Source: an optimization exercise on an open RTL-to-GDS flow (aim: small area and few clock cycles per item). Production flows keep margins and buffers that such runs may drop.
Only simulation tests tie the RTL to the original design; equivalence was not proved.

Setup of old:
Design dual_tone_sample_generator_top, start of the top module:
module dual_tone_sample_generator_top (
    input  wire logic                                aclk,
    input  wire logic                                aresetn,
    input  wire logic                                s_tvalid,
    output logic                                     s_tready,
    input  wire logic [dtsg_pkg::S_TDATA_W-1:0]      s_tdata,    
    output logic                                     m_tvalid,
    input  wire logic                                m_tready,
    output logic [dtsg_pkg::M_TDATA_W-1:0]           m_tdata,    
    output logic [0:0]                               m_tuser,    
    input  wire logic                                cfg_wr_en,
    input  wire logic [dtsg_pkg::CFG_INDEX_W-1:0]    cfg_index,
    input  wire logic [dtsg_pkg::CFG_DATA_W-1:0]     cfg_wdata
);
For scale: ~2300 cells after synthesis, about 230 flip-flops, roughly 21000 um^2 of cells after synthesis.
export LEC_CHECK = 0
export ABC_AREA = 1
export ABC_CLOCK_PERIOD_IN_PS = 10000
export CAP_MARGIN = 20
export CORE_MARGIN = 2
export CORE_UTILIZATION = 60
export SLEW_MARGIN = 20
export SYNTH_HIERARCHICAL = 1
export SYNTH_MINIMUM_KEEP_SIZE = 0
create_clock -name core_clock -period 10.0 [get_ports {aclk}]
standard.sh (not shown) runs the stock make flow with config.mk's settings and CLKGATE_MAP_FILE= SYNTH_SCRIPT=/design/flow/synth_recipe.tcl, a recipe that flattens the netlist after the stock synthesis.
==> flow/flow/run.sh <==
#!/bin/bash
# The standard layout (standard.sh), with two changes:
#  - the port buffers are the smallest buffer cell (buf_1)
#  - clock tree synthesis without dummy loads
export BUFFER_PORTS_ARGS="-buffer_cell sky130_fd_sc_hd__buf_1"
export CTS_ARGS="-sink_clustering_enable -repair_clock_nets -sink_clustering_size 20 -sink_clustering_max_diameter 50 -root_buf sky130_fd_sc_hd__clkbuf_16 -buf_list sky130_fd_sc_hd__clkbuf_8 -dont_use_dummy_load"
bash standard.sh > standard.log 2>&1
Testbench counts of old, summed over its fixed seeds: cycles 16,032, items 16,000.
The following lists how new was set up differently from old:
diff --git a/flow/design.v b/flow/design.v
--- a/flow/design.v
+++ b/flow/design.v
@@ -399,29 +399,27 @@
     assign phase_b_base_n = phase_b_n_reg | {32{restart}};
     always_ff @(posedge aclk) begin
         if (adv_phase) begin
             phase_a_n_reg <= phase_a_inc_n;
             phase_b_n_reg <= phase_b_inc_n;
         end
         if (adv_count) begin
             count_reg   <= restart ? 32'd1 : count_inc;
         end
     end
-    logic [14:0] mag_a, mag_b, rom_mag_b;
-    logic        neg_a, neg_b, rom_neg_b;
+    logic [14:0] mag_a, mag_b;
+    logic        neg_a, neg_b;
     logic [15:0] tone_mag;
     logic        tone_neg, zero0;
     logic        sdiff, sel_inv, sel_inc;
-    dtsg_sine_rom u_rom_a (.addr(~phase_a_n_reg[31:24]), .mag(mag_a),     .neg(neg_a));
-    dtsg_sine_rom u_rom_b (.addr(~phase_b_n_reg[31:24]), .mag(rom_mag_b), .neg(rom_neg_b));
-    assign mag_b = rom_mag_b & {15{tone_mode_reg}};
-    assign neg_b = rom_neg_b & tone_mode_reg;
+    dtsg_sine_rom u_rom_a (.addr(~phase_a_n_reg[31:24]), .mag(mag_a), .neg(neg_a));
+    dtsg_sine_rom u_rom_b (.addr(~phase_b_n_reg[31:24] & {8{tone_mode_reg}}), .mag(mag_b), .neg(neg_b));
     assign zero0 = restart || past_end;
     logic [15:0] s1_mag_reg;
     logic        s1_neg_reg, s1_done_reg;
     always_ff @(posedge aclk) begin
         if (!aresetn) begin
             s1_valid_reg <= 1'b0;
         end else if (s1_adv) begin
             s1_valid_reg <= s_tvalid;
         end
     end
### Flow results
Reported for old and new, share of flip-flops with an asynchronous set or reset after synthesis turned out identical to the last digit.
Cell count delta (new -> old): insignificant
Comparing new with old, the xor-xnor portion of the synthesized cell area came out essentially unchanged.
Summary of new over old: fmax up about 0.4%; post-synthesis instance area was more or less identical.
The flow did not stop early for new: all stages ran, and the layout cleared the timing, DRC and antenna checks.
The number of buffers added by the clock tree synthesis step reported for new is greater than that of old by 8.7%.
Sort old and new by share of layout cells above drive strength 1, descending, and new comes first.
Clock edge transition at the registers on the reported setup and hold paths sits lower in new than in old.
Summary of new over old: final instance area climbed 0.54%.
The lower routed wire length came out of old.
On time the worst path needs with I/O delays and setup, new does better than old.
Testbench counts of new, summed over its fixed seeds: cycles 16,032, items 16,000.


v6:
Another version of the RTL of dual_tone_sample_generator_top (not shown whole).
Size in the first run: about 2800 cells after synthesis, roughly 250 flip-flops, roughly 67 I/O pins.
// dual_tone_sample_generator_top
module dual_tone_sample_generator_top (
    input  wire logic                                aclk,
    input  wire logic                                aresetn,
    input  wire logic                                s_tvalid,
    output logic                                     s_tready,
    input  wire logic [dtsg_pkg::S_TDATA_W-1:0]      s_tdata,    
    output logic                                     m_tvalid,
    input  wire logic                                m_tready,
    output logic [dtsg_pkg::M_TDATA_W-1:0]           m_tdata,    
    output logic [0:0]                               m_tuser,    
    input  wire logic                                cfg_wr_en,
    input  wire logic [dtsg_pkg::CFG_INDEX_W-1:0]    cfg_index,
    input  wire logic [dtsg_pkg::CFG_DATA_W-1:0]     cfg_wdata
);
export LEC_CHECK = 0
export ABC_AREA = 1
export ABC_CLOCK_PERIOD_IN_PS = 10000
export CAP_MARGIN = 20
export CORE_MARGIN = 2
export CORE_UTILIZATION = 40
export SLEW_MARGIN = 20
export SYNTH_HIERARCHICAL = 1
export SYNTH_MINIMUM_KEEP_SIZE = 0
create_clock -name core_clock -period 10.0 [get_ports {aclk}]
run.sh (not shown) runs the stock make flow with config.mk's settings and CLKGATE_MAP_FILE= SYNTH_SCRIPT=/design/flow/synth_recipe.tcl, a recipe that flattens the netlist after the stock synthesis.
Stock flow here: none of the scripts above is used.
Testbench counts of v6, summed over its fixed seeds: cycles 16,064, items 16,000.
Edits applied to the flow inputs when going from v6 to v7:
--- a/flow/design.v
+++ b/flow/design.v
@@ -167,19 +167,17 @@
         if (wr_step_a) phase_step_a_reg <= wsel(dtsg_pkg::RST_PHASE_STEP_A);
         if (wr_step_b) phase_step_b_reg <= wsel(dtsg_pkg::RST_PHASE_STEP_B);
         if (wr_mode)   tone_mode_reg    <= wd0[0];
         if (wr_amp)    amplitude_reg    <= 15'(wsel(32'(dtsg_pkg::RST_AMPLITUDE)));
         if (wr_dur)    duration_reg     <= wd0;
     end
     logic s1_valid_reg;
     logic s1_adv, accept;
-    logic m_tvalid_reg, out_adv;
-    assign out_adv  = !m_tvalid_reg || m_tready;
-    assign s1_adv   = !s1_valid_reg || out_adv;
+    assign s1_adv   = !s1_valid_reg || m_tready;
     assign s_tready = s1_adv;
     assign accept   = s_tvalid && s1_adv;
     logic [31:0] phase_a_reg, phase_b_reg, phase_a_inc, phase_b_inc;
     logic [31:0] count_reg, count_inc;
     logic        phase_zero_reg;
     logic        count_full, count_ge;
     logic        restart, past_end, done0;
     logic        adv_phase, adv_count;
@@ -1416,28 +1414,13 @@
     assign scaled_n[8] = m1295;
     assign scaled_n[9] = m1296;
     assign scaled_n[10] = m1297;
     assign scaled_n[11] = m1298;
     assign scaled_n[12] = m1316;
     assign scaled_n[13] = m1317;
     assign scaled_n[14] = m1318;
     assign scaled_n[15] = m1319;
-    logic [dtsg_pkg::M_TDATA_W-1:0] m_tdata_reg;
-    logic                           m_done_reg;
-    always_ff @(posedge aclk) begin
-        if (!aresetn) begin
-            m_tvalid_reg <= 1'b0;
-        end else if (out_adv) begin
-            m_tvalid_reg <= s1_valid_reg;
-        end
-    end
-    always_ff @(posedge aclk) begin
-        if (out_adv) begin
-            m_tdata_reg <= ~(scaled_n | {16{s1_zero_reg}});
-            m_done_reg  <= s1_done_reg;
-        end
-    end
-    assign m_tvalid   = m_tvalid_reg;
-    assign m_tdata    = m_tdata_reg;
-    assign m_tuser[0] = m_done_reg;
+    assign m_tvalid   = s1_valid_reg;
+    assign m_tdata    = ~(scaled_n | {16{s1_zero_reg}});
+    assign m_tuser[0] = s1_done_reg;
 endmodule
 `default_nettype wire
Results
- For flip-flop and latch count after synthesis, dividing the value from v7 by the value from v6 gives 0.927.
- Post-layout minimum cycle time (v7 over v6): increase, 1.75 ns
- [compare] base=v6 new=v7: setup slack shows a reduction of 1.75 ns.
- Die: v7 smaller than v6
- Lower clock skew goes to v7 over v6.
- Logic depth of the worst path, buffers included went down by a few percent going from v6 to v7.
- Between v6 and v7, the difference in utilization is negligible.
- The setup slack after placement in v7 sits 1.30 ns below the value recorded for v6.
- On wire length after detailed routing, v7 does better than v6.
Testbench counts of v7, summed over its fixed seeds: cycles 16,032, items 16,000.

static timing again, ports no longer ideal:
No port has a modelled driver above. Below, the same layouts with a new extraction and two added sets of constraints.
Step 1 sets driving cells, clkbuf_16 on the clock port and buf_2 on the other inputs (assumed; they add their load-dependent delay and slew).
Step 2 also shifts input and output timing later by t, the mid clock arrival at the registers, as if the neighbouring blocks saw the same clock.
Three values: ideal ports, drivers, drivers and shift; two values: the first two.
| run | shift t [ns] | setup slack, ns | worst register clock-pin slew, ns |
|---|---|---|---|
| old | 0.522 | 0.684 / 0.631 / 1.154 | 0.11 / 0.11 |
| new | 0.539 | 0.721 / 0.669 / 1.209 | 0.12 / 0.12 |
| v6 | 0.629 | 2.142 / 2.142 / 2.142 | 0.06 / 0.06 |
| v7 | 0.579 | 0.394 / 0.344 / 0.923 | 0.06 / 0.06 |
After both steps setup and hold are still met in every run listed.
